This design comes from an exercise in tuning for small area and a short achievable clock period on the open sky130 flow, not from production work. In this exercise RTL edits were held to simulation tests only and were not proved equivalent to the original. Power figures rest on the tool's default switching activity, not on a simulated workload.

==> flow/design.v (outline; a module is shown in full before it is edited, if it fits) <==
// module inst_decode: 72 lines
// module reg_file: 53 lines
// module read_port: 89 lines
// module a222oi_cell: 11 lines
// module a221oi_cell: 10 lines
// module a22oi_cell: 9 lines
// module alu: 166 lines
// module dotp_unit: 1683 lines
// module add32: 259 lines
// module xor2_cell: 7 lines
// module fa_cell: 10 lines
// module mux2_cell: 8 lines
// module mux2i_cell: 8 lines
// module xnor2_cell: 7 lines
// module a21oi_cell: 8 lines
// module o21ai_cell: 8 lines
// module nand2_cell: 7 lines
// module nor2_cell: 7 lines
// module a221o_cell: 10 lines
// module a21o_cell: 8 lines
// module exec_stage: 123 lines
// module core_top: 61 lines
module core_top (
	input wire clk,
	input wire res,
	input wire inst_valid,
	input wire [core_pkg::xlen-1:0] inst_code,
	output logic wb_valid,
	output logic [core_pkg::reg_idx_w-1:0] wb_reg,
	output logic [core_pkg::xlen-1:0] wb_data,
	output logic wb_sat
);
  // ...
==> flow/flow/run.sh <==
#!/bin/bash
# Own flow: the standard layout (standard.sh, standard synthesis included)
# with a larger setup margin for the timing repair steps, so that repair works
# the design below the clock period it is built at. Nothing else changes.
set -euo pipefail
grep -q 'SETUP_SLACK_MARGIN=5' standard.sh
sed 's/SETUP_SLACK_MARGIN=5/SETUP_SLACK_MARGIN=5.5/' standard.sh > standard_margin.sh
grep -q 'SETUP_SLACK_MARGIN=5.5' standard_margin.sh
bash standard_margin.sh finish > make_finish.log 2>&1
==> flow/standard.sh <==
#!/bin/bash
# synth_recipe.tcl (not shown) runs the flow's synth.tcl, then flattens the netlist and writes it again
# the make line also repeats each setting of config.mk as NAME=value (left out here)
make -C /OpenROAD-flow-scripts/flow DESIGN_CONFIG=/design/flow/config.mk WORK_HOME=/design/flow/orfs CLKGATE_MAP_FILE= SYNTH_SCRIPT=/design/flow/synth_recipe.tcl "${@:-finish}"
==> flow/config.mk <==
export PLATFORM = sky130hd
export DESIGN_NAME = core_top
export DESIGN_NICKNAME = core_top
export VERILOG_FILES = /design/flow/design.v
export SDC_FILE = /design/flow/constraint.sdc
export NUM_CORES = 4
export LEC_CHECK = 0
export CAP_MARGIN = 20
export CORE_MARGIN = 2
export CORE_UTILIZATION = 55
export CTS_BUF_LIST = sky130_fd_sc_hd__clkbuf_16
export CTS_CLUSTER_DIAMETER = 80
export CTS_CLUSTER_SIZE = 24
export PLACE_DENSITY = 0.7
export SETUP_SLACK_MARGIN = 5
export SLEW_MARGIN = 20
export SYNTH_HIERARCHICAL = 1
export SYNTH_MINIMUM_KEEP_SIZE = 0
==> flow/constraint.sdc <==
create_clock -name core_clock -period 11.0 [get_ports {clk}]
set_input_delay 2.2000 -clock core_clock [delete_from_list [all_inputs] [get_ports {clk}]]
set_output_delay 2.2000 -clock core_clock [all_outputs]
set_load 0.01 [all_outputs]
==> run notes, run 1 <==
status finished clean; length in cells of the worst reg-to-reg path 22; global route hottest layer met2; Avg WL per Cell 34.6 um; number of flip-flops in the largest register 992; Die ar. 121,000 um2; Hold Worst Slack 0.405 ns; I/O pin total 74; P_int 6.36 mW; count of multi-input gates 3,977; cell area after layout 70,700 um2; sequential logic power 5.17 mW; Die Span X 347 um; invs w/o clock 62; number of clock buffers in the layout 58; class of the worst hold path flip-flop to flip-flop; relative max-transition margin 14.4%; Row Count 125; crit path from inst_code[5]; first-pass GRT wire length 348 mm; post-synthesis cell count 5,460; Signal buf overhead 3.18%; Clock power frac 27.8%; pin count of the biggest net entering global routing 51; Worst Hold End exec_stage_inst.wb_reg[3]; Highest Signal Layer met5; worst r2r src exec_stage_inst.ex_an[5]; Synth warnings 12; Final Hold Fails 0; register area 34,400 um2; Reg-to-Reg End exec_stage_inst.ex_a[17]; crit end category flip-flop; clock-pin slew on the worst setup and hold paths 0.10 ns; P_clk 2.39 mW; GRT Total Usage 39.3%; vias in the first global route 51,400; initial antenna violation count 4
==> inputs of run 2 (changes only) <==
--- a/flow/flow/run.sh
+++ b/flow/flow/run.sh
@@ -6,4 +6,4 @@
 grep -q 'SETUP_SLACK_MARGIN=5' standard.sh
-sed 's/SETUP_SLACK_MARGIN=5/SETUP_SLACK_MARGIN=5.5/' standard.sh > standard_margin.sh
-grep -q 'SETUP_SLACK_MARGIN=5.5' standard_margin.sh
+sed 's/SETUP_SLACK_MARGIN=5/SETUP_SLACK_MARGIN=6/' standard.sh > standard_margin.sh
+grep -q 'SETUP_SLACK_MARGIN=6' standard_margin.sh
 bash standard_margin.sh finish > make_finish.log 2>&1
==> run 2 against run 1 <==
  * Global-route usage up 0.18 points
  * Wire length up 0.81%
  * Via count is 1.0% higher
  * Worst hold slack worse by 0.0078 ns
  * Sequential share of layout area decreased by 1.1 points
  * Sequential cell count unchanged
  * Final cell count rose by 0.87%
  * Critical path depth up 14
  * Final area rose by 2.7%
  * Largest cell class unchanged
==> run notes, run 2 <==
initial antenna violation count 5 (was 4); register area 34,500 um2 (was 34,400 um2); slew of the pin with the lowest slew margin 1.26 ns (was 1.28 ns); share of post-route cells with drive strength above 1 15.6% (was 12.1%); startpoint class of the critical path flip-flop (was primary input); Synth warnings 12 (unchanged); slowest CP cell dfxtp_4 (was o2111a_2); Final Cycle Share 47.1% (was 50.3%); max-cap viol count 0 (unchanged); Die Ht 347 um (unchanged); setup ws final 5.82 ns (was 5.47 ns); Crit Path Class flip-flop to flip-flop (was primary input to flip-flop); Biggest register reg_file_inst.regs (unchanged); Worst Skew 0.0352 ns (was 0.0325 ns); multi-input combinational cell area 31,300 um2 (was 30,300 um2); Row Count 125 (unchanged); commonest non-fill, non-tap cells in the layout edfxtp_1 (992), a222oi_1 (705), nand2_1 (536) (was edfxtp_1 (992), a222oi_1 (705), nand2_1 (541)); number of flip-flops in the largest register 992 (unchanged); Hold Worst Slack 0.397 ns (was 0.405 ns); critical path arrival 5.76 ns (was 6.12 ns); DRC 0 (unchanged); HP Start exec_stage_inst.ex_rd[0] (was exec_stage_inst.ex_rd[3]); non-filler instance count after layout 7,177 (was 7,115); I/O pin total 74 (unchanged); port bufs 73 (unchanged); crit path time final 5.18 ns (was 5.53 ns); status finished clean (unchanged); CP max stage delay 0.47 ns (was 0.54 ns); Core Region 117,000 um2 (unchanged); final wirelength 248 mm (was 246 mm); vias per cell 7.68 (was 7.67); worst r2r src exec_stage_inst.ex_sub (was exec_stage_inst.ex_an[5]); total global routing overflow 0 (unchanged); Final #Nets 5,677 (was 5,619); crit end category flip-flop (unchanged); Setup TNS 0 ns (unchanged); Final Wtd Congestion 1.02 (about the same); Metal-1 WL 85.8 mm (was 84.2 mm); mapped cell area 64,800 um2 (unchanged); commonest non-fill, non-tap cell in the layout edfxtp_1 (unchanged); Filler cells 9,067 (was 9,119); worst endpoint required time 11.58 ns (about the same); Highest Signal Layer met5 (unchanged); H-tree depth 2 (unchanged); Max Transition Viols Final 0 (unchanged); first-pass GRT wire length 350 mm (was 348 mm); clock sink total 1,207 (unchanged); Initial Util 55.6% (unchanged); Die Span X 347 um (unchanged); worst-path maximum fanout 8 (was 41); relative max-transition margin 16.1% (was 14.4%); class of the worst hold path flip-flop to flip-flop (unchanged); GRT Total Usage 39.4% (was 39.3%); dpl cells 6,996 (was 7,000); Avg WL per Cell 34.6 um (about the same); DP HPWL 156 mm (was 153 mm); first-iteration detailed-routing DRC count 13,100 (about the same); pwr/cell area 120 nW/um2 (was 121 nW/um2); Root Buffer clkbuf_16 (unchanged); Die ar. 121,000 um2 (unchanged); Final Hold Fails 0 (unchanged); Layout area overhead 12.0% (was 9.11%); vias in the first global route 51,400 (unchanged); Achievable Freq 0.193 GHz (was 0.181 GHz); clock latency on the worst-skew pair 0.71 ns (about the same); DR WL met2 109 mm (was 107 mm); crit path from exec_stage_inst.ex_sub (was inst_code[5]); WL met3 36.7 mm (was 37.0 mm); LEAKAGE 24.2 nW (was 23.5 nW); Detail Route Antenna Nets 0 (unchanged); pre-CTS WS 4.66 ns (was 4.67 ns); pin count of the biggest net entering global routing 65 (was 51); CP top delay family compound AO/OA/AOI/OAI gates (unchanged); Vias 55,100 (was 54,600); Crit path buffers/inverters 6 (was 3); Worst IR Drop VDD 0.158 mV (was 0.136 mV); Inserted Clock Buffers 59 (was 58); RSZ-0062 raised after global routing true (unchanged); CTS max path bufs 3 (unchanged); CTS tree yes (unchanged); DR pass1 iterations 15 (was 14); count of final setup violators 0 (unchanged); post-synthesis cell count 5,460 (unchanged); Mean Syn Cell Area 11.9 um2 (unchanged); Final Util 62.3% (was 60.7%); clock-pin slew on the worst setup and hold paths 0.10 ns (about the same)
run 2: cell type report:
cell class / count / share of cell area [%]
Sequential cell: 1207 / 47.5
Clock inverter: 29 / 0.272
Clock buffer: 59 / 2.03
Antenna cell: 3 / 0.0103
Inverter: 62 / 0.328
Tap cell: 1524 / 2.63
Multi-Input combinational cell: 3976 / 43.1
Timing Repair Buffer: 317 / 4.15
run 2: report_power, final:
part	switching (mW)	internal, mW	total [mW]	leakage (nW)
logic	0.749	0.361	1.11	12.5
registers	0.0829	5.08	5.16	10.8
clock network	1.44	0.991	2.43	0.885
run 2: metal layers:
metal | global-route usage (%) | up-vias
li1 | - | 22800
met1 | 50.4 | 26600
met2 | 60.6 | 4794
met3 | 10.8 | 988
met4 | 22.3 | 2
met5 | 0 | -
run 2: path summary, 6_finish.rpt:
| check | cells past startpoint | slack [ns] | endpoint |
|---|---|---|---|
| max | 26 | 5.82 | exec_stage_inst.ex_b[7] |
| min in group asynchronous | 2 | 1.92 | reg_file_inst.written[16] |
| max in group asynchronous | 2 | 8.77 | reg_file_inst.written[27] |
| max reg2reg | 26 | 5.82 | exec_stage_inst.ex_b[7] |
| min reg2reg | 0 | 0.40 | exec_stage_inst.wb_reg[0] |
| min | 0 | 0.40 | exec_stage_inst.wb_reg[0] |
run 2: metrics by stage:
step | instance area [um2] | power [mW]
floorplan | 65100 | 5.86
global placement | 68000 | 6.22
detailed placement | 68100 | 6.23
CTS | 71300 | 8.61
global route | 72600 | 8.89
finish | 72600 | 8.70
run 2: what timing repair did:
| item | CTS | global route |
|---|---|---|
| setup buffers | 44 | 38 |
| cloned | 6 | 2 |
| endpoints found under the setup margin | 166 | 165 |
| hold buffers | 0 | 0 |
| resized for setup | 261 | 186 |
| pin swaps | 46 | 113 |
==> inputs of run 3 (changes only) <==
--- a/flow/flow/run.sh
+++ b/flow/flow/run.sh
@@ -6,4 +6,4 @@
 grep -q 'SETUP_SLACK_MARGIN=5' standard.sh
-sed 's/SETUP_SLACK_MARGIN=5/SETUP_SLACK_MARGIN=6/' standard.sh > standard_margin.sh
-grep -q 'SETUP_SLACK_MARGIN=6' standard_margin.sh
+sed 's/SETUP_SLACK_MARGIN=5/SETUP_SLACK_MARGIN=6.5/' standard.sh > standard_margin.sh
+grep -q 'SETUP_SLACK_MARGIN=6.5' standard_margin.sh
 bash standard_margin.sh finish > make_finish.log 2>&1
==> run 3 against run 2 <==
  * Power is 0.30% higher
  * Die area did not move
  * Clock skew is 0.013 ns higher
  * Critical endpoint is now exec_stage_inst.ex_a[10]
  * Synthesized cell count did not move
  * Largest power group unchanged
==> run notes, run 3 <==
status finished clean (unchanged); Filler cells 8,971 (was 9,067); Worst Skew 0.0480 ns (was 0.0352 ns); worst-path maximum fanout 8 (unchanged); Final Hold Fails 0 (unchanged); pre-CTS WS 4.87 ns (was 4.66 ns); share of post-route cells with drive strength above 1 18.5% (was 15.6%); hold path depth 0 (unchanged); RSZ-0062 raised after global routing true (unchanged); Initial Util 55.6% (unchanged); Setup TNS 0 ns (unchanged); startpoint class of the critical path flip-flop (unchanged); count of final setup violators 0 (unchanged); port bufs 73 (unchanged); Final Cycle Share 46.2% (was 47.1%); Inserted Clock Buffers 58 (was 59); Mean Syn Cell Area 11.9 um2 (unchanged); clock-pin slew on the worst setup and hold paths 0.10 ns (about the same); worst endpoint required time 11.57 ns (was 11.58 ns); Final #Nets 5,706 (was 5,677); Layout area overhead 13.9% (was 12.0%); total global routing overflow 0 (unchanged); Achievable Freq 0.197 GHz (was 0.193 GHz); class of the worst hold path flip-flop to flip-flop (unchanged); Final Wtd Congestion 0.997 (was 1.02); length in cells of the worst reg-to-reg path 24 (was 26); crit end category flip-flop (unchanged); first-pass GRT wire length 364 mm (was 350 mm); Crit Path Class flip-flop to flip-flop (unchanged); vias in the first global route 52,200 (was 51,400); setup ws final 5.92 ns (was 5.82 ns); CTS tree yes (unchanged); initial antenna violation count 11 (was 5); Synth warnings 12 (unchanged); vias per cell 7.74 (was 7.68); slew of the pin with the lowest slew margin 1.25 ns (was 1.26 ns); Die Ht 347 um (unchanged); relative max-transition margin 16.5% (was 16.1%); I/O pin total 74 (unchanged); clock sink total 1,207 (unchanged); Row Count 125 (unchanged); critical path arrival 5.65 ns (was 5.76 ns); Final Util 63.3% (was 62.3%); commonest non-fill, non-tap cells in the layout edfxtp_1 (992), a222oi_1 (705), nand2_1 (529) (was edfxtp_1 (992), a222oi_1 (705), nand2_1 (536)); number of flip-flops in the largest register 992 (unchanged); crit path time final 5.08 ns (was 5.18 ns); Root Buffer clkbuf_16 (unchanged); DRC 0 (unchanged); clock latency on the worst-skew pair 0.72 ns (was 0.71 ns); CTS max path bufs 3 (unchanged); Worst IR Drop VDD 0.158 mV (about the same); pin count of the biggest net entering global routing 65 (unchanged); Core Region 117,000 um2 (unchanged); LEAKAGE 24.7 nW (was 24.2 nW); H-tree depth 2 (unchanged); Max Transition Viols Final 0 (unchanged); post-synthesis cell count 5,460 (unchanged); Die ar. 121,000 um2 (unchanged); max-cap viol count 0 (unchanged); mapped cell area 64,800 um2 (unchanged); Avg WL per Cell 35.9 um (was 34.6 um); Vias 55,900 (was 55,100); Biggest register reg_file_inst.regs (unchanged); Detail Route Antenna Nets 0 (unchanged); DP HPWL 154 mm (was 156 mm); pwr/cell area 118 nW/um2 (was 120 nW/um2); final wirelength 259 mm (was 248 mm); Die Span X 347 um (unchanged); GRT Total Usage 41.3% (was 39.4%); first-iteration detailed-routing DRC count 13,800 (was 13,100); DR pass1 iterations 15 (unchanged); commonest non-fill, non-tap cell in the layout edfxtp_1 (unchanged)
run 3: cell count changes in the layout (fill, tap and decap cells not counted), moves of 12 or more:
cell,previous run,this run
a21boi_2,3,63
a21boi_1,59,2
nor2_1,383,343
xnor2_1,442,404
xnor2_2,44,81
nor2_2,26,54
o2111a_2,3,29
dfxtp_2,31,16
nor2_4,2,14
run 3: cell type report:
cell class | count | area, um2 | area share, %
inverters | 62 | 236 | 0.321
well taps | 1524 | 1910 | 2.59
clock inverters | 36 | 205 | 0.278
diodes | 8 | 20.0 | 0.0271
repair buffers | 330 | 3150 | 4.27
clock buffers | 59 | 1480 | 2.00
flip-flops and latches | 1207 | 34500 | 46.8
multi-input cells | 3993 | 32300 | 43.8
run 3: path summary, 6_finish.rpt:
| check | start | to | slack [ns] |
|---|---|---|---|
| max | exec_stage_inst.ex_sub | exec_stage_inst.ex_a[10] | 5.92 |
| min | exec_stage_inst.ex_rd[0] | exec_stage_inst.wb_reg[0] | 0.40 |
| max reg2reg | exec_stage_inst.ex_sub | exec_stage_inst.ex_a[10] | 5.92 |
| min reg2reg | exec_stage_inst.ex_rd[0] | exec_stage_inst.wb_reg[0] | 0.40 |
| max in group asynchronous | res | reg_file_inst.written[20] | 8.77 |
| min in group asynchronous | res | reg_file_inst.written[5] | 1.89 |
run 3: metrics by stage:
| step | hold slack, ns | cell area, um2 | std cells | power (mW) |
|---|---|---|---|---|
| after global placement | 0.383 | 68500 | 6983 | 6.23 |
| after detailed placement | 0.381 | 68500 | 6983 | 6.24 |
| after global routing | 0.408 | 73700 | 7211 | 8.90 |
| after floorplan | 0.373 | 65800 | 5460 | 5.88 |
| final | 0.402 | 73800 | 7219 | 8.73 |
| after CTS | 0.403 | 72800 | 7186 | 8.65 |
run 3: repair_timing:
action                     in CTS  in global routing
hold endpoints to repair        0                  0
setup endpoints to repair     166                166
pin swaps                      85                 78
cloned                         21                  0
resized for setup             353                136
hold buffers                    0                  0
setup buffers                  87                 24
run 3: worst max-delay path, stage by stage, from the launching register on:
cell and delay (ns):
dfxtp_4 0.49, buf_12 0.21, xor2_4 0.22, xor2_4 0.11, buf_6 0.15, nand4_1 0.14
a31oi_2 0.14, o311ai_2 0.32, nand3_1 0.16, o211ai_1 0.26, nand4_1 0.15, a32o_2 0.37
xor2_4 0.20, mux2i_4 0.11, o21ai_1 0.13, a21oi_1 0.09, nand2_2 0.12, o31ai_4 0.10
nand3_4 0.12, a21oi_4 0.07, buf_4 0.14, buf_6 0.12, mux2_4 0.39, a21o_4 0.27
a221o_1 0.32
run 3: where the power goes:
group	internal (mW)	switching (mW)	total [mW]
sequential	5.08	0.0741	5.15
clock	0.988	1.44	2.43
combinational	0.365	0.780	1.15
total	6.43	2.30	8.73
run 3: layer usage:
metal / global-route usage [%] / vias up / share of wire [%]
li1: - / 22900 / -
met1: 50.3 / 26600 / 33
met2: 63.1 / 5030 / 43
met3: 14.0 / 1301 / 15
met4: 26.4 / 14 / 8.3
met5: 0 / - / 0.081
==> module reg_file, before the edit <==
module reg_file (
	input wire clk,
	input wire res,
	input wire [core_pkg::reg_idx_w-1:0] rs1,
	input wire [core_pkg::reg_idx_w-1:0] rs2,
	input wire use_imm,
	input wire [core_pkg::xlen-1:0] imm,
	input wire wr_en,
	input wire [core_pkg::reg_idx_w-1:0] wr_reg,
	input wire [core_pkg::xlen-1:0] wr_data,
	output logic [core_pkg::xlen-1:0] rd1_data,
	output logic [core_pkg::xlen-1:0] rd2_data
);
	logic [core_pkg::reg_count-1:1][core_pkg::xlen-1:0] regs;
	logic [core_pkg::reg_count-1:1] written;
	always_ff @(posedge clk or negedge res)
	begin
		if (!res)
			written <= '0;
		else if (wr_en && wr_reg != '0)
			written[wr_reg] <= 1'b1;
	end
	for (genvar n = 1; n < core_pkg::reg_count; n++)
	begin : g_reg
		always_ff @(posedge clk)
		begin
			if (wr_en && wr_reg == n)
				regs[n] <= wr_data;
		end
	end
	read_port #(.has_alt(1'b0)) read_port_1 (
		.rs(rs1),
		.use_alt(1'b0),
		.alt('0),
		.regs(regs),
		.written(written),
		.wr_en(wr_en),
		.wr_reg(wr_reg),
		.wr_data(wr_data),
		.rd_data(rd1_data)
	);
	read_port #(.has_alt(1'b1)) read_port_2 (
		.rs(rs2),
		.use_alt(use_imm),
		.alt(imm),
		.regs(regs),
		.written(written),
		.wr_en(wr_en),
		.wr_reg(wr_reg),
		.wr_data(wr_data),
		.rd_data(rd2_data)
	);
endmodule
==> module read_port, before the edit <==
module read_port #(
	parameter bit has_alt = 1'b0
) (
	input wire [core_pkg::reg_idx_w-1:0] rs,
	input wire use_alt,
	input wire [core_pkg::xlen-1:0] alt,
	input wire [core_pkg::reg_count-1:1][core_pkg::xlen-1:0] regs,
	input wire [core_pkg::reg_count-1:1] written,
	input wire wr_en,
	input wire [core_pkg::reg_idx_w-1:0] wr_reg,
	input wire [core_pkg::xlen-1:0] wr_data,
	output logic [core_pkg::xlen-1:0] rd_data
);
	logic [core_pkg::reg_count-1:1] hit;
	logic [core_pkg::reg_count-1:1] valid;
	logic [core_pkg::reg_count-1:0] fresh;
	logic [core_pkg::reg_count-1:1] sel;
	logic wt;
	logic rst;
	logic [core_pkg::reg_idx_w-1:0] rst_val;
	always_comb
	begin
		for (int n = 1; n < core_pkg::reg_count; n++)
		begin
			hit[n] = wr_en && wr_reg == n[4:0];
			valid[n] = written[n] && !hit[n];
			fresh[n] = !written[n] && !hit[n];
		end
		fresh[0] = 1'b1;
	end
	always_comb
		for (int n = 1; n < core_pkg::reg_count; n++)
			sel[n] = rs == n[4:0] && valid[n] && !(has_alt && use_alt);
	assign wt = wr_en && wr_reg == rs && rs != '0 && !(has_alt && use_alt);
	assign rst = fresh[rs] && !(has_alt && use_alt);
	assign rst_val = rst ? rs : '0;
	for (genvar i = 0; i < core_pkg::xlen; i++)
	begin : g_bit
		logic [11:0] y;
		for (genvar k = 0; k < 10; k++)
		begin : g_aoi
			a222oi_cell u_aoi (
				.a1(sel[3*k+1]), .a2(regs[3*k+1][i]),
				.b1(sel[3*k+2]), .b2(regs[3*k+2][i]),
				.c1(sel[3*k+3]), .c2(regs[3*k+3][i]),
				.y(y[k])
			);
		end
		if (has_alt)
		begin : g_alt
			a222oi_cell u_aoi (
				.a1(sel[31]), .a2(regs[31][i]),
				.b1(wt), .b2(wr_data[i]),
				.c1(use_alt), .c2(alt[i]),
				.y(y[10])
			);
			if (i < core_pkg::reg_idx_w)
			begin : g_low
				assign y[11] = !rst_val[i];
			end
			else
			begin : g_high
				assign y[11] = 1'b1;
			end
		end
		else
		begin : g_no_alt
			if (i < core_pkg::reg_idx_w)
			begin : g_low
				a221oi_cell u_aoi (
					.a1(sel[31]), .a2(regs[31][i]),
					.b1(wt), .b2(wr_data[i]),
					.c1(rst_val[i]),
					.y(y[10])
				);
			end
			else
			begin : g_high
				a22oi_cell u_aoi (
					.a1(sel[31]), .a2(regs[31][i]),
					.b1(wt), .b2(wr_data[i]),
					.y(y[10])
				);
			end
			assign y[11] = 1'b1;
		end
		assign rd_data[i] = !(&y);
	end
endmodule
==> inputs of run 4 (changes only) <==
--- a/flow/design.v
+++ b/flow/design.v
@@ -124,2 +124,6 @@
 	logic [core_pkg::reg_count-1:1] written;
+	logic [1:0][core_pkg::reg_count-1:1][15:0] regs_h;
+	logic [core_pkg::reg_count-1:1] hit;
+	logic [core_pkg::reg_count-1:1] valid;
+	logic [core_pkg::reg_count-1:0] fresh;
 	always_ff @(posedge clk or negedge res)
@@ -139,27 +143,47 @@
 	end
-	read_port #(.has_alt(1'b0)) read_port_1 (
-		.rs(rs1),
-		.use_alt(1'b0),
-		.alt('0),
-		.regs(regs),
-		.written(written),
-		.wr_en(wr_en),
-		.wr_reg(wr_reg),
-		.wr_data(wr_data),
-		.rd_data(rd1_data)
-	);
-	read_port #(.has_alt(1'b1)) read_port_2 (
-		.rs(rs2),
-		.use_alt(use_imm),
-		.alt(imm),
-		.regs(regs),
-		.written(written),
-		.wr_en(wr_en),
-		.wr_reg(wr_reg),
-		.wr_data(wr_data),
-		.rd_data(rd2_data)
-	);
+	always_comb
+	begin
+		for (int n = 1; n < core_pkg::reg_count; n++)
+		begin
+			hit[n] = wr_en && wr_reg == n[4:0];
+			valid[n] = written[n] && !hit[n];
+			fresh[n] = !written[n] && !hit[n];
+		end
+		fresh[0] = 1'b1;
+	end
+	for (genvar h = 0; h < 2; h++)
+	begin : g_half
+		for (genvar n = 1; n < core_pkg::reg_count; n++)
+		begin : g_slice
+			assign regs_h[h][n] = regs[n][16*h +: 16];
+		end
+		read_port #(.has_alt(1'b0), .lo(16*h)) read_port_1 (
+			.rs(rs1),
+			.use_alt(1'b0),
+			.alt('0),
+			.regs(regs_h[h]),
+			.valid(valid),
+			.fresh(fresh),
+			.wr_en(wr_en),
+			.wr_reg(wr_reg),
+			.wr_data(wr_data[16*h +: 16]),
+			.rd_data(rd1_data[16*h +: 16])
+		);
+		read_port #(.has_alt(1'b1), .lo(16*h)) read_port_2 (
+			.rs(rs2),
+			.use_alt(use_imm),
+			.alt(imm[16*h +: 16]),
+			.regs(regs_h[h]),
+			.valid(valid),
+			.fresh(fresh),
+			.wr_en(wr_en),
+			.wr_reg(wr_reg),
+			.wr_data(wr_data[16*h +: 16]),
+			.rd_data(rd2_data[16*h +: 16])
+		);
+	end
 endmodule
 module read_port #(
-	parameter bit has_alt = 1'b0
+	parameter bit has_alt = 1'b0,
+	parameter int lo = 0  
 ) (
@@ -167,13 +191,11 @@
 	input wire use_alt,
-	input wire [core_pkg::xlen-1:0] alt,
-	input wire [core_pkg::reg_count-1:1][core_pkg::xlen-1:0] regs,
-	input wire [core_pkg::reg_count-1:1] written,
+	input wire [15:0] alt,
+	input wire [core_pkg::reg_count-1:1][15:0] regs,
+	input wire [core_pkg::reg_count-1:1] valid,
+	input wire [core_pkg::reg_count-1:0] fresh,
 	input wire wr_en,
 	input wire [core_pkg::reg_idx_w-1:0] wr_reg,
-	input wire [core_pkg::xlen-1:0] wr_data,
-	output logic [core_pkg::xlen-1:0] rd_data
+	input wire [15:0] wr_data,
+	output logic [15:0] rd_data
 );
-	logic [core_pkg::reg_count-1:1] hit;
-	logic [core_pkg::reg_count-1:1] valid;
-	logic [core_pkg::reg_count-1:0] fresh;
 	logic [core_pkg::reg_count-1:1] sel;
@@ -183,12 +205,2 @@
 	always_comb
-	begin
-		for (int n = 1; n < core_pkg::reg_count; n++)
-		begin
-			hit[n] = wr_en && wr_reg == n[4:0];
-			valid[n] = written[n] && !hit[n];
-			fresh[n] = !written[n] && !hit[n];
-		end
-		fresh[0] = 1'b1;
-	end
-	always_comb
 		for (int n = 1; n < core_pkg::reg_count; n++)
@@ -198,3 +210,3 @@
 	assign rst_val = rst ? rs : '0;
-	for (genvar i = 0; i < core_pkg::xlen; i++)
+	for (genvar i = 0; i < 16; i++)
 	begin : g_bit
@@ -218,5 +230,5 @@
 			);
-			if (i < core_pkg::reg_idx_w)
+			if (lo + i < core_pkg::reg_idx_w)
 			begin : g_low
-				assign y[11] = !rst_val[i];
+				assign y[11] = !rst_val[lo + i];
 			end
@@ -229,3 +241,3 @@
 		begin : g_no_alt
-			if (i < core_pkg::reg_idx_w)
+			if (lo + i < core_pkg::reg_idx_w)
 			begin : g_low
@@ -234,3 +246,3 @@
 					.b1(wt), .b2(wr_data[i]),
-					.c1(rst_val[i]),
+					.c1(rst_val[lo + i]),
 					.y(y[10])
--- a/flow/flow/run.sh
+++ b/flow/flow/run.sh
@@ -6,4 +6,4 @@
 grep -q 'SETUP_SLACK_MARGIN=5' standard.sh
-sed 's/SETUP_SLACK_MARGIN=5/SETUP_SLACK_MARGIN=6.5/' standard.sh > standard_margin.sh
-grep -q 'SETUP_SLACK_MARGIN=6.5' standard_margin.sh
+sed 's/SETUP_SLACK_MARGIN=5/SETUP_SLACK_MARGIN=6/' standard.sh > standard_margin.sh
+grep -q 'SETUP_SLACK_MARGIN=6' standard_margin.sh
 bash standard_margin.sh finish > make_finish.log 2>&1
==> run 4 against run 3 <==
  * Still clean
  * Power grew 0.38%
  * Global-route usage fell by 3.9 points
  * Final cell count down 0.58%
  * Area after synthesis increased by 0.65%
  * Clock-buffer cell count increased by 2
  * Combinational power decreased by about 10%
  * Via count is 2.8% lower
  * Die area increased by 0.64%
  * Critical path depth fell by 2
  * Final area decreased by 3.3%
  * Synthesized cell count grew 1.3%
  * Fmax decreased by 4.5%
==> run notes, run 4 <==
Mean Syn Cell Area 11.8 um2 (was 11.9 um2); CP max stage delay 0.49 ns (about the same); worst-path maximum fanout 17 (was 8); first-iteration detailed-routing DRC count 13,400 (was 13,800); commonest non-fill, non-tap cell in the layout edfxtp_1 (unchanged); final wirelength 236 mm (was 259 mm); post-synthesis cell count 5,533 (was 5,460); Crit path buffers/inverters 4 (unchanged); mapped cell area 65,200 um2 (was 64,800 um2); DP HPWL 159 mm (was 154 mm); Initial Util 55.4% (was 55.6%); HP Start exec_stage_inst.ex_rd[0] (unchanged); Die Ht 348 um (was 347 um); I/O pin total 74 (unchanged); Critical Path, Cell by Cell buf_12, xor2_1, xor2_2, inv_1, nor2_1, o21ai_4, a21oi_2, o211ai_1, nand4_1, a32o_2, xor2_4, mux2i_1, o31a_1, a22oi_2, a21oi_2, nand4_1, a31oi_2, mux2_4, buf_4, buf_8, a21o_4, a21oi_4 (was buf_12, xor2_4, xor2_4, buf_6, nand4_1, a31oi_2, o311ai_2, nand3_1, o211ai_1, nand4_1, a32o_2, xor2_4, mux2i_4, o21ai_1, a21oi_1, nand2_2, o31ai_4, nand3_4, a21oi_4, buf_4, buf_6, mux2_4, a21o_4, a221o_1); Crit Path Class flip-flop to flip-flop (unchanged); Final Cycle Share 48.4% (was 46.2%); Setup TNS 0 ns (unchanged); number of flip-flops in the largest register 992 (unchanged); H-tree depth 2 (unchanged); Avg WL per Cell 32.9 um (was 35.9 um); startpoint class of the critical path flip-flop (unchanged); commonest non-fill, non-tap cells in the layout edfxtp_1 (992), a222oi_1 (703), nand2_1 (527) (was edfxtp_1 (992), a222oi_1 (705), nand2_1 (529)); CP top delay family compound AO/OA/AOI/OAI gates (unchanged); Vias 54,300 (was 55,900); Final Hold Fails 0 (unchanged); Root Buffer clkbuf_16 (unchanged); Worst IR Drop VDD 0.142 mV (was 0.158 mV); Hold Worst Slack 0.416 ns (was 0.402 ns); clock sink total 1,207 (unchanged); total global routing overflow 0 (unchanged); Die Span X 348 um (was 347 um); Max Transition Viols Final 0 (unchanged); CTS tree yes (unchanged); total power 8.76 mW (was 8.73 mW); crit path from exec_stage_inst.ex_sub (unchanged); cell area after layout 71,300 um2 (was 73,800 um2); Biggest register reg_file_inst.regs (unchanged); Core Region 118,000 um2 (was 117,000 um2); class of the worst hold path flip-flop to flip-flop (unchanged); Filler cells 9,399 (was 8,971); pre-CTS WS 4.16 ns (was 4.87 ns); DP Area 67,400 um2 (was 68,500 um2); clock latency on the worst-skew pair 0.75 ns (was 0.72 ns); CTS max path bufs 3 (unchanged); share of post-route cells with drive strength above 1 13.2% (was 18.5%); port bufs 73 (unchanged); LEAKAGE 24.0 nW (was 24.7 nW); crit end category flip-flop (unchanged); Worst Skew 0.0540 ns (was 0.0480 ns); clock-pin slew on the worst setup and hold paths 0.11 ns (was 0.10 ns); first-pass GRT wire length 337 mm (was 364 mm); DRC 0 (unchanged); count of final setup violators 0 (unchanged); Die ar. 121,000 um2 (about the same); RSZ-0062 raised after global routing true (unchanged); Final Util 60.6% (was 63.3%); Detail Route Antenna Nets 0 (unchanged); worst r2r src exec_stage_inst.ex_sub (unchanged); initial antenna violation count 19 (was 11); max-cap viol count 0 (unchanged); crit path time final 5.32 ns (was 5.08 ns); Final Wtd Congestion 1.04 (was 0.997); worst endpoint required time 11.57 ns (about the same); Row Count 126 (was 125); Layout area overhead 9.40% (was 13.9%); multi-input combinational cell area 31,000 um2 (was 32,300 um2); pin count of the biggest net entering global routing 65 (unchanged); slowest CP cell dfxtp_4 (unchanged); Final #Nets 5,648 (was 5,706); Inserted Clock Buffers 61 (was 58); DR pass1 iterations 15 (unchanged); Synth warnings 14 (was 12); dpl cells 7,005 (was 6,983); vias per cell 7.57 (was 7.74); Achievable Freq 0.188 GHz (was 0.197 GHz); slew of the pin with the lowest slew margin 1.19 ns (was 1.25 ns); critical path arrival 5.90 ns (was 5.65 ns); vias in the first global route 50,200 (was 52,200); GRT Total Usage 37.4% (was 41.3%); non-filler instance count after layout 7,177 (was 7,219); status finished clean (unchanged); pwr/cell area 123 nW/um2 (was 118 nW/um2); relative max-transition margin 20.6% (was 16.5%); register area 34,400 um2 (was 34,500 um2); setup ws final 5.68 ns (was 5.92 ns)
run 4: timing repair:
action                                  CTS  global route
setup buffers                            40            16
pin swaps                                43            38
gates resized for setup                 228           143
endpoints found under the hold margin     0             0
endpoints found under the setup margin  166           165
hold buffers                              0             0
cloned                                    4             2
run 4: metal layers:
metal / global-route usage (%) / wire length, um / vias up
met5: 0.760 / 219 / -
met3: 10.4 / 34000 / 821
met4: 16.8 / 14400 / 22
met2: 57.3 / 102000 / 4607
li1: - / - / 22800
met1: 49.5 / 85400 / 26100
run 4: path summary, 6_finish.rpt:
path / end / slack (ns) / depth (start not counted)
setup / recovery: exec_stage_inst.ex_an[20] / 5.68 / 22
hold / removal: exec_stage_inst.wb_reg[0] / 0.42 / 0
setup reg to reg: exec_stage_inst.ex_an[20] / 5.68 / 22
hold reg to reg: exec_stage_inst.wb_reg[0] / 0.42 / 0
max in group asynchronous: exec_stage_inst.ex_valid / 8.71 / 1
min in group asynchronous: reg_file_inst.written[13] / 1.60 / 1
run 4: layout make-up:
type / instances / share of cell area [%]
clock inverters: 43 / 0.475
diodes: 6 / 0.0211
clock buffers: 61 / 2.14
inverters: 49 / 0.267
repair inverters: 1 / 0.00702
multi-input cells: 4069 / 43.5
well taps: 1536 / 2.69
flip-flops and latches: 1207 / 48.3
repair buffers: 205 / 2.62
run 4: where the power goes:
| part | switching, mW | internal (mW) | total [mW] |
|---|---|---|---|
| registers | 0.0869 | 5.08 | 5.17 |
| clock network | 1.51 | 1.05 | 2.56 |
| logic | 0.697 | 0.336 | 1.03 |
| total | 2.30 | 6.47 | 8.76 |
==> module alu, before the edit <==
module alu (
	input wire [core_pkg::xlen-1:0] a,
	input wire [core_pkg::xlen-1:0] b,
	input wire [core_pkg::xlen-1:0] dot_an,
	input wire [core_pkg::xlen-1:0] dot_bn,
	input wire core_pkg::alu_op_t op,
	input wire use_sub,
	input wire left,
	input wire [4:0] sh_n,
	output logic [17:0] dot,
	output logic dot_en,
	output logic [core_pkg::xlen-1:0] other,
	output logic sat
);
	logic [4:0] sh;
	logic [4:0] rot_amt;
	logic [5:0][31:0] rot_n;
	logic [31:0] rot;
	logic [31:0] therm;
	logic [31:0] therm_r;
	logic shift_msb, shift_nz;
	logic [31:0] mask;
	logic fill;
	logic [31:0] shifted;
	logic [31:0] sum;
	logic [31:0] p;
	logic [3:0] a_bnz, b_bnz;
	logic a_nz, b_nz, a_pos, b_pos, both_pos, both_neg;
	logic eq;
	logic lt;
	logic bit0;
	logic dot_nz;
	logic is_add, is_sub, is_slt, is_sle, is_xor, is_lor, is_land;
	logic is_sll, is_srl, is_sra, is_rot, is_li, is_dot;
	logic [core_pkg::xlen-1:0] raw;
	logic raw_nz;
	logic sat_up;
	logic sat_dn;
	logic is_arith, msb_other, up_arith, dn_arith, up_other, dn_other, keep;
	logic keep_if_neg, keep_if_pos;
	assign is_add = op == core_pkg::alu_add;
	assign is_sub = op == core_pkg::alu_sub;
	assign is_slt = op == core_pkg::alu_slt;
	assign is_sle = op == core_pkg::alu_sle;
	assign is_xor = op == core_pkg::alu_xor;
	assign is_lor = op == core_pkg::alu_lor;
	assign is_land = op == core_pkg::alu_land;
	assign is_sll = op == core_pkg::alu_sll;
	assign is_srl = op == core_pkg::alu_srl;
	assign is_sra = op == core_pkg::alu_sra;
	assign is_rot = op == core_pkg::alu_rotcw || op == core_pkg::alu_rotacw;
	assign is_li = op == core_pkg::alu_li;
	assign is_dot = op == core_pkg::alu_dotp;
	assign sh = ~sh_n;
	assign rot_amt = left ? sh_n + 5'd1 : sh;  
	assign rot_n[0] = a;
	for (genvar k = 0; k < 5; k++)
	begin : g_rot
		for (genvar i = 0; i < 32; i++)
		begin : g_bit
			mux2i_cell u_mux (
				.s(rot_amt[k]),
				.a0(rot_n[k][i]),
				.a1(rot_n[k][(i + (1 << k)) % 32]),
				.y(rot_n[k+1][i])
			);
		end
	end
	assign rot = ~rot_n[5];
	always_comb
		for (int k = 0; k < 32; k++)
			therm[k] = (5'(k) >= sh);
	always_comb
		for (int k = 0; k < 32; k++)
			therm_r[k] = therm[31-k];
	always_comb
		for (int k = 0; k < 32; k++)
			mask[k] = is_rot || (is_sll ? therm[k] : therm_r[k]);
	assign fill = is_sra && a[31];
	assign shifted = (rot & mask) | ({32{fill}} & ~mask);
	assign shift_msb = (is_sll || is_srl || is_sra || is_rot) && shifted[31];
	assign shift_nz = is_sll ? |(a & therm_r) : (is_srl ? a_nz : 1'b1);
	add32 add_inst (
		.a(a),
		.b(b),
		.sub(use_sub),
		.p(p),
		.y(sum)
	);
	assign eq = &p;
	assign lt = (a[31] != b[31]) ? a[31] : sum[31];
	always_comb
		for (int k = 0; k < 4; k++)
		begin
			a_bnz[k] = a[8*k +: 8] != '0;
			b_bnz[k] = b[8*k +: 8] != '0;
		end
	assign a_nz = |a_bnz;
	assign b_nz = |b_bnz;
	assign a_pos = !a[31] && a_nz;
	assign b_pos = !b[31] && b_nz;
	assign both_pos = a_pos && b_pos;
	assign both_neg = a[31] && b[31];
	assign dot_nz = |(a_bnz & b_bnz);
	dotp_unit dotp_inst (
		.an(dot_an),
		.bn(dot_bn),
		.y(dot)
	);
	always_comb
	begin
		bit0 = 1'b0;
		if (is_slt)
			bit0 = lt;
		if (is_sle)
			bit0 = lt || eq;
		if (is_lor)
			bit0 = a_nz || b_nz;
		if (is_land)
			bit0 = a_nz && b_nz;
	end
	assign raw = ({32{is_add || is_sub}} & sum)
		| ({32{is_xor}} & p)
		| ({32{is_sll || is_srl || is_sra || is_rot}} & shifted)
		| ({32{is_li}} & b)
		| {31'd0, bit0};
	always_comb
	begin
		raw_nz = 1'b0;
		if (is_add)
			raw_nz = !(a[30:0] == '0 && b[30:0] == '0);
		if (is_sub)
			raw_nz = !eq;
		if (is_xor)
			raw_nz = p != '0;
		if (is_slt || is_sle || is_lor || is_land)
			raw_nz = bit0;
		if (is_rot)
			raw_nz = a_nz;
		if (is_sll || is_srl || is_sra)
			raw_nz = shift_nz;
		if (is_li)
			raw_nz = b_nz;
		if (is_dot)
			raw_nz = dot_nz;
	end
	assign is_arith = is_add || is_sub;
	assign msb_other = (is_xor && p[31]) || (is_li && b[31]) || shift_msb;
	assign up_arith = both_pos && is_arith;
	assign dn_arith = both_neg && raw_nz && is_arith;
	assign up_other = both_pos && msb_other;
	assign dn_other = both_neg && raw_nz && !is_arith && !msb_other;
	assign keep_if_neg = !(up_arith || up_other || dn_other);
	assign keep_if_pos = !(dn_arith || up_other || dn_other);
	a21o_cell u_sat_up (.a1(sum[31]), .a2(up_arith), .b1(up_other), .y(sat_up));
	assign sat_dn = (dn_arith && !sum[31]) || dn_other;
	mux2_cell u_keep (.s(sum[31]), .a0(keep_if_pos), .a1(keep_if_neg), .y(keep));
	for (genvar i = 1; i < 31; i++)
	begin : g_other
		a21o_cell u_other (.a1(raw[i]), .a2(keep), .b1(sat_up), .y(other[i]));
	end
	assign other[0] = raw[0] || !keep;
	assign other[31] = (raw[31] && keep) || sat_dn;
	assign dot_en = is_dot && !dn_other;  
	assign sat = sat_up || sat_dn;
endmodule
==> inputs of run 5 (changes only) <==
--- a/flow/design.v
+++ b/flow/design.v
@@ -336,2 +336,3 @@
 	logic keep_if_neg, keep_if_pos;
+	logic is_cmp, dn_cmp, dn_cmp_eq, up_if_neg, dn_if_pos, dn_if_neg;
 	assign is_add = op == core_pkg::alu_add;
@@ -443,2 +444,3 @@
 	assign is_arith = is_add || is_sub;
+	assign is_cmp = is_slt || is_sle;
 	assign msb_other = (is_xor && p[31]) || (is_li && b[31]) || shift_msb;
@@ -446,8 +448,13 @@
 	assign dn_arith = both_neg && raw_nz && is_arith;
+	assign dn_cmp = both_neg && is_cmp;
+	assign dn_cmp_eq = both_neg && is_sle && eq;
 	assign up_other = both_pos && msb_other;
-	assign dn_other = both_neg && raw_nz && !is_arith && !msb_other;
-	assign keep_if_neg = !(up_arith || up_other || dn_other);
-	assign keep_if_pos = !(dn_arith || up_other || dn_other);
+	assign dn_other = both_neg && raw_nz && !is_arith && !is_cmp && !msb_other;
+	assign up_if_neg = up_arith || up_other;
+	assign dn_if_pos = dn_arith || dn_cmp_eq || dn_other;
+	assign dn_if_neg = dn_cmp || dn_cmp_eq || dn_other;
+	assign keep_if_neg = !(up_if_neg || dn_if_neg);
+	assign keep_if_pos = !(up_other || dn_if_pos);
 	a21o_cell u_sat_up (.a1(sum[31]), .a2(up_arith), .b1(up_other), .y(sat_up));
-	assign sat_dn = (dn_arith && !sum[31]) || dn_other;
+	mux2_cell u_sat_dn (.s(sum[31]), .a0(dn_if_pos), .a1(dn_if_neg), .y(sat_dn));
 	mux2_cell u_keep (.s(sum[31]), .a0(keep_if_pos), .a1(keep_if_neg), .y(keep));
==> run 5 against run 4 <==
  * Fmax up 2.1%
  * Still clean
  * Critical path type unchanged
  * Largest power group unchanged
  * Core utilization up 0.59 points
  * Synthesized cell count up 0.49%
  * Critical path depth down 12
==> run notes, run 5 <==
Worst IR Drop VDD 0.160 mV (was 0.142 mV); Final Hold Fails 0 (unchanged); hold path depth 0 (unchanged); worst-path maximum fanout 34 (was 17); Sw Share 26.2% (about the same); Seq pwr share 58.4% (was 59.0%); Initial Util 55.3% (was 55.4%); I/O pin total 74 (unchanged); pin count of the biggest net entering global routing 65 (unchanged); Max Transition Viols Final 0 (unchanged); Achievable Freq 0.192 GHz (was 0.188 GHz); Die Ht 348 um (about the same); count of final setup violators 0 (unchanged); crit path from exec_stage_inst.wb_reg[1] (was exec_stage_inst.ex_sub); Reg-to-Reg End exec_stage_inst.ex_a[11] (was exec_stage_inst.ex_an[20]); Biggest register reg_file_inst.regs (unchanged); max-cap viol count 0 (unchanged); worst endpoint required time 11.58 ns (was 11.57 ns); DP HPWL 160 mm (was 159 mm); Die Span X 348 um (about the same); port bufs 73 (unchanged); dpl cells 7,037 (was 7,005); clock sink total 1,207 (unchanged); Die ar. 121,000 um2 (about the same); initial antenna violation count 9 (was 19); Comb pwr share 11.9% (was 11.8%); slew of the pin with the lowest slew margin 1.35 ns (was 1.19 ns); Root Buffer clkbuf_16 (unchanged); total global routing overflow 0 (unchanged); clock latency on the worst-skew pair 0.75 ns (about the same); Setup TNS 0 ns (unchanged); reg2reg setup slack 5.79 ns (was 5.68 ns); post-synthesis cell count 5,560 (was 5,533); vias in the first global route 50,000 (was 50,200); status finished clean (unchanged); GRT Total Usage 37.8% (was 37.4%); Net Sw Power 2.32 mW (was 2.30 mW); mapped cell area 65,200 um2 (about the same); relative max-transition margin 8.73% (was 20.6%); Crit Path Class flip-flop to flip-flop (unchanged); Synth warnings 14 (unchanged); first-pass GRT wire length 340 mm (was 337 mm); clock-pin slew on the worst setup and hold paths 0.10 ns (was 0.11 ns); Worst Skew 0.0696 ns (was 0.0540 ns); Final Wtd Congestion 1.03 (was 1.04); crit path time final 5.21 ns (was 5.32 ns); length in cells of the worst reg-to-reg path 10 (was 22); LEAKAGE 24.4 nW (was 24.0 nW); Mean Syn Cell Area 11.7 um2 (was 11.8 um2); final wirelength 239 mm (was 236 mm); commonest non-fill, non-tap cells in the layout edfxtp_1 (992), a222oi_1 (702), nand2_1 (525) (was edfxtp_1 (992), a222oi_1 (703), nand2_1 (527)); number of flip-flops in the largest register 992 (unchanged); DRC 0 (unchanged); DR pass1 iterations 13 (was 15); pwr/cell area 123 nW/um2 (about the same); RSZ-0062 raised after global routing true (unchanged); critical path arrival 5.79 ns (was 5.90 ns); cts hold-fix bufs 0 (unchanged); first-iteration detailed-routing DRC count 12,100 (was 13,400); Vias 54,400 (was 54,300); non-filler instance count after layout 7,254 (was 7,177); Core Region 118,000 um2 (about the same); CTS max path bufs 3 (unchanged); Final Util 61.2% (was 60.6%); Final Cycle Share 47.4% (was 48.4%); H-tree depth 2 (unchanged); Layout area overhead 10.5% (was 9.40%); startpoint class of the critical path flip-flop (unchanged); Clock power frac 29.7% (was 29.2%); Row Count 126 (unchanged); CTS tree yes (unchanged); Detail Route Antenna Nets 0 (unchanged); Inserted Clock Buffers 61 (unchanged); total power 8.84 mW (was 8.76 mW); crit path to exec_stage_inst.ex_a[11] (was exec_stage_inst.ex_an[20]); Avg WL per Cell 33.0 um (was 32.9 um); class of the worst hold path flip-flop to flip-flop (unchanged); P_int 6.52 mW (was 6.47 mW); worst r2r src exec_stage_inst.wb_reg[1] (was exec_stage_inst.ex_sub); vias per cell 7.50 (was 7.57); share of post-route cells with drive strength above 1 15.0% (was 13.2%); Final #Nets 5,717 (was 5,648); commonest non-fill, non-tap cell in the layout edfxtp_1 (unchanged); crit end category flip-flop (unchanged)
-- run 5: worst min path at each step --
stage / from / end / slack [ns]
after floorplan: exec_stage_inst.ex_rd[1] / exec_stage_inst.wb_reg[1] / 0.37
after global placement: exec_stage_inst.ex_rd[4] / exec_stage_inst.wb_reg[4] / 0.40
after detailed placement: exec_stage_inst.ex_rd[4] / exec_stage_inst.wb_reg[4] / 0.38
after CTS: exec_stage_inst.ex_rd[4] / exec_stage_inst.wb_reg[4] / 0.40
after global routing: exec_stage_inst.ex_rd[4] / exec_stage_inst.wb_reg[4] / 0.41
final: exec_stage_inst.ex_rd[4] / exec_stage_inst.wb_reg[4] / 0.40
-- run 5: per-stage QoR --
step	hold slack, ns	worst slack, ns	instance area (um2)
6_report	0.399	5.79	72100
5_1_grt	0.411	5.64	72100
4_1_cts	0.398	6.00	70600
3_5_place_dp	0.380	4.62	67500
3_3_place_gp	0.397	4.58	67500
2_1_floorplan	0.373	6.00	65300
-- run 5: critical path, cell delays in order (launching register included) --
cell,delay (ns)
dfxtp_1,0.83
ha_1,0.55
and2_2,0.95
nor2b_1,0.29
and3_1,0.47
a222oi_1,0.51
nand4_1,0.35
nor2_1,0.39
nand4_1,0.18
a21boi_2,0.22
a221o_1,0.28
-- run 5: layer usage --
layer,vias to the layer above,track usage [%],wire length [um]
met5,-,0,51
met4,8,16.8,13800
met3,781,9.30,32500
met2,4306,58.7,106000
met1,26400,50.3,87200
li1,22900,-,-
-- run 5: final cells by class --
cell class              instances  area (um2)
flip-flops and latches       1207       34500
diodes                          2        5.00
fillers                      9410       45800
repair inverters                2        10.0
clock inverters                53         387
inverters                      50         199
multi-input cells            4090       31200
well taps                    1536        1920
repair buffers                251        2330
clock buffers                  63        1580
-- run 5: power groups by stage --
stage / combinational, mW / sequential (mW) / clock, mW
floorplan: 0.535 / 5.31 / 0
global placement: 0.915 / 5.26 / 0
detailed placement: 0.930 / 5.26 / 0
CTS: 0.965 / 5.15 / 2.63
global route: 1.10 / 5.16 / 2.78
finish: 1.05 / 5.16 / 2.63
-- run 5: repair_timing --
item / in CTS / in global routing
pin swaps: 29 / 116
cloned: 4 / 4
resized for setup: 247 / 203
buffers inserted: 38 / 52
endpoints found under the setup margin: 166 / 166
==> inputs of run 6 (changes only) <==
--- a/flow/flow/run.sh
+++ b/flow/flow/run.sh
@@ -6,4 +6,4 @@
 grep -q 'SETUP_SLACK_MARGIN=5' standard.sh
-sed 's/SETUP_SLACK_MARGIN=5/SETUP_SLACK_MARGIN=6/' standard.sh > standard_margin.sh
-grep -q 'SETUP_SLACK_MARGIN=6' standard_margin.sh
+sed 's/SETUP_SLACK_MARGIN=5/SETUP_SLACK_MARGIN=6.5/' standard.sh > standard_margin.sh
+grep -q 'SETUP_SLACK_MARGIN=6.5' standard_margin.sh
 bash standard_margin.sh finish > make_finish.log 2>&1
==> run 6 against run 5 <==
  * Largest cell class unchanged
  * Final cell count down 0.23%
  * Via count rose by 0.69%
  * Register-to-register slack barely moved
  * Power decreased by 2.3%
  * Critical path type unchanged
  * Sequential share of layout area is 0.31 points higher
  * Largest power group unchanged
  * Synthesized cell count stayed put
  * Worst hold slack better by 0.066 ns
  * Wire length increased by 0.72%
  * Die area is the same
==> run notes, run 6 <==
count of final setup violators 0 (unchanged); clock-pin slew on the worst setup and hold paths 0.10 ns (about the same); Synth warnings 14 (unchanged); Crit path buffers/inverters 3 (was 0); Root Buffer clkbuf_16 (unchanged); share of post-route cells with drive strength above 1 13.7% (was 15.0%); CP top delay family compound AO/OA/AOI/OAI gates (was simple AND/OR/NAND/NOR gates); DR pass1 iterations 14 (was 13); commonest non-fill, non-tap cell in the layout edfxtp_1 (unchanged); cell area after layout 71,600 um2 (was 72,100 um2); length in cells of the worst reg-to-reg path 23 (was 10); crit path time final 5.22 ns (was 5.21 ns); cts hold-fix bufs 0 (unchanged); LEAKAGE 24.2 nW (was 24.4 nW); Core Region 118,000 um2 (unchanged); class of the worst hold path flip-flop to flip-flop (unchanged); first-iteration detailed-routing DRC count 13,300 (was 12,100); worst-path maximum fanout 5 (was 34); DP HPWL 159 mm (was 160 mm); critical path arrival 5.78 ns (was 5.79 ns); CTS tree yes (unchanged); relative max-transition margin 19.4% (was 8.73%); initial antenna violation count 14 (was 9); Reg-to-Reg End exec_stage_inst.ex_bn[8] (was exec_stage_inst.ex_a[11]); Vias 54,800 (was 54,400); GRT Total Usage 38.3% (was 37.8%); Biggest register reg_file_inst.regs (unchanged); Critical Path, Cell by Cell buf_8, buf_12, xor2_4, xor2_4, a32o_1, a22o_1, o311ai_2, nand3_1, o211ai_1, nand4_1, a32o_2, xor2_4, mux2i_1, o21ai_1, nand2_1, o211ai_1, a32oi_2, a211oi_4, nor4_4, buf_4, mux2_4, a21o_4, a221oi_4 (was ha_1, and2_2, nor2b_1, and3_1, a222oi_1, nand4_1, nor2_1, nand4_1, a21boi_2, a221o_1); Worst IR Drop VDD 0.171 mV (was 0.160 mV); Inserted Clock Buffers 58 (was 61); Initial Util 55.3% (unchanged); first-pass GRT wire length 343 mm (was 340 mm); post-synthesis cell count 5,560 (unchanged); Row Count 126 (unchanged); Setup TNS 0 ns (unchanged); RSZ-0062 raised after global routing true (unchanged); total global routing overflow 0 (unchanged); CTS max path bufs 3 (unchanged); Final Hold Fails 0 (unchanged); Max Transition Viols Final 0 (unchanged); slowest CP cell a211oi_4 (was and2_2); pwr/cell area 121 nW/um2 (was 123 nW/um2); crit end category flip-flop (unchanged); Worst Hold End exec_stage_inst.wb_reg[2] (was exec_stage_inst.wb_reg[4]); clock latency on the worst-skew pair 0.70 ns (was 0.75 ns); status finished clean (unchanged); HP Start exec_stage_inst.ex_rd[2] (was exec_stage_inst.ex_rd[4]); Final #Nets 5,700 (was 5,717); Crit Path Class flip-flop to flip-flop (unchanged); reg2reg setup slack 5.78 ns (was 5.79 ns); vias per cell 7.57 (was 7.50); Die Ht 348 um (unchanged); CP max stage delay 0.43 ns (was 0.95 ns); clock sink total 1,207 (unchanged); Final Wtd Congestion 1.00 (was 1.03); worst r2r src exec_stage_inst.ex_sub (was exec_stage_inst.wb_reg[1]); slew of the pin with the lowest slew margin 1.21 ns (was 1.35 ns); startpoint class of the critical path flip-flop (unchanged); hold path depth 0 (unchanged); Detail Route Antenna Nets 0 (unchanged); number of flip-flops in the largest register 992 (unchanged); port bufs 73 (unchanged); Final Cycle Share 47.4% (about the same); Die Span X 348 um (unchanged); worst endpoint required time 11.56 ns (was 11.58 ns); max-cap viol count 0 (unchanged); Worst Skew 0.0294 ns (was 0.0696 ns); pin count of the biggest net entering global routing 65 (unchanged); I/O pin total 74 (unchanged); commonest non-fill, non-tap cells in the layout edfxtp_1 (992), a222oi_1 (702), nand2_1 (533) (was edfxtp_1 (992), a222oi_1 (702), nand2_1 (525)); Layout area overhead 9.71% (was 10.5%); H-tree depth 2 (unchanged); Crit path top cell by count xor2_4 (was nand4_1); Die ar. 121,000 um2 (unchanged); Avg WL per Cell 33.3 um (was 33.0 um); mapped cell area 65,200 um2 (unchanged); DP Area 67,900 um2 (was 67,500 um2); final wirelength 241 mm (was 239 mm); total power 8.63 mW (was 8.84 mW); Mean Syn Cell Area 11.7 um2 (unchanged); Achievable Freq 0.192 GHz (about the same); DRC 0 (unchanged); vias in the first global route 51,100 (was 50,000)
==> run 6: final cells by class <==
cell class,instances,area (um2)
Fill cell,9389,46300
Sequential cell,1207,34400
Multi-Input combinational cell,4091,31200
Timing Repair Buffer,235,2110
Tap cell,1536,1920
Clock buffer,59,1480
Clock inverter,50,245
Inverter,50,199
Timing Repair inverter,3,15.0
Antenna cell,6,15.0
==> run 6: stage by stage <==
| step | instances | utilization (%) | hold slack (ns) | worst slack, ns |
|---|---|---|---|---|
| finish | 7237 | 60.7 | 0.465 | 5.78 |
| floorplan | 5561 | - | 0.373 | 6.20 |
| global placement | 7059 | 57.6 | 0.453 | 4.81 |
| detailed placement | 7060 | 57.6 | 0.453 | 4.72 |
| CTS | 7214 | 60.1 | 0.463 | 5.88 |
| global route | 7232 | 60.7 | 0.465 | 5.69 |
==> run 6: report_power, final <==
part | switching, mW | internal (mW) | leakage [nW]
Combinational | 0.702 | 0.343 | 12.5
Clock | 1.43 | 0.992 | 0.996
Sequential | 0.0848 | 5.08 | 10.7
==> run 6: worst max path at each step <==
stage                                 from                    endpoint  cells after the start
floorplan           exec_stage_inst.ex_sub     exec_stage_inst.ex_b[0]                     21
detailed placement            inst_code[5]   exec_stage_inst.ex_bn[31]                     12
CTS                 exec_stage_inst.ex_sub  exec_stage_inst.ex_sh_n[0]                     25
global placement              inst_code[5]   exec_stage_inst.ex_bn[31]                     12
finish              exec_stage_inst.ex_sub    exec_stage_inst.ex_bn[8]                     23
global route        exec_stage_inst.ex_sub  exec_stage_inst.ex_sh_n[3]                     24
==> run 6: worst register-to-register path, cell delays in order (launching register included) <==
cell and delay, ns:
dfxtp_4 0.39, buf_8 0.16, buf_12 0.14, xor2_4 0.17
xor2_4 0.18, a32o_1 0.26, a22o_1 0.20, o311ai_2 0.30
nand3_1 0.17, o211ai_1 0.25, nand4_1 0.13, a32o_2 0.35
xor2_4 0.16, mux2i_1 0.12, o21ai_1 0.19, nand2_1 0.07
o211ai_1 0.11, a32oi_2 0.11, a211oi_4 0.43, nor4_4 0.07
buf_4 0.17, mux2_4 0.34, a21o_4 0.26, a221oi_4 0.38
==> run 6: per-layer routing <==
metal / track usage (%) / up-vias / share of wire (%)
met4: 21.3 / 16 / 6.6
li1: - / 22900 / -
met1: 49.5 / 26100 / 35
met2: 57.6 / 4784 / 43
met3: 11.6 / 994 / 15
met5: 0 / - / 0.043
==> run 6: repair_timing <==
| action | 4_1_cts | 5_1_grt |
|---|---|---|
| pin swaps | 31 | 78 |
| gates resized for setup | 210 | 111 |
| setup endpoints to repair | 167 | 167 |
| gates cloned | 6 | 1 |
| setup buffers | 39 | 16 |

-- re-timing with driven ports --
Ports are ideal in the flow. The routed layouts listed here were re-timed in OpenROAD. Step 1 (the two cells are an assumption about what drives the block):
set clk [get_ports {clk}]
set_driving_cell -lib_cell sky130_fd_sc_hd__clkbuf_16 $clk
set_driving_cell -lib_cell sky130_fd_sc_hd__buf_2 [delete_from_list [all_inputs] $clk]
Step 2, shift: input delay + t, output delay - t, t = (earliest + latest rising clock arrival at the registers) / 2. This alone moves slack from input paths to output paths. Three values: ideal ports, drivers, drivers and shift; two values: the first two.
| run | t (ns) | setup slack, ns | clock arrival spread, ns | worst data-port slew with drivers (ns) |
|---|---|---|---|---|
| run 1 | 0.765 | 5.468 / 5.517 / 4.752 | 0.036 / 0.036 | 0.04 |
| run 2 | 0.762 | 5.823 / 5.823 / 5.134 | 0.036 / 0.037 | 0.03 |
| run 3 | 0.767 | 5.919 / 5.919 / 5.204 | 0.055 / 0.054 | 0.04 |
| run 4 | 0.801 | 5.677 / 5.677 / 4.937 | 0.055 / 0.054 | 0.20 |
| run 5 | 0.789 | 5.788 / 5.788 / 5.065 | 0.069 / 0.069 | 0.13 |
| run 6 | 0.765 | 5.783 / 5.783 / 5.096 | 0.032 / 0.032 | 0.17 |
After both steps setup and hold are still met in every run listed. The setup slack of run 4, which loses most, moves by 0.000 ns with the drivers and by -0.740 ns with both steps.
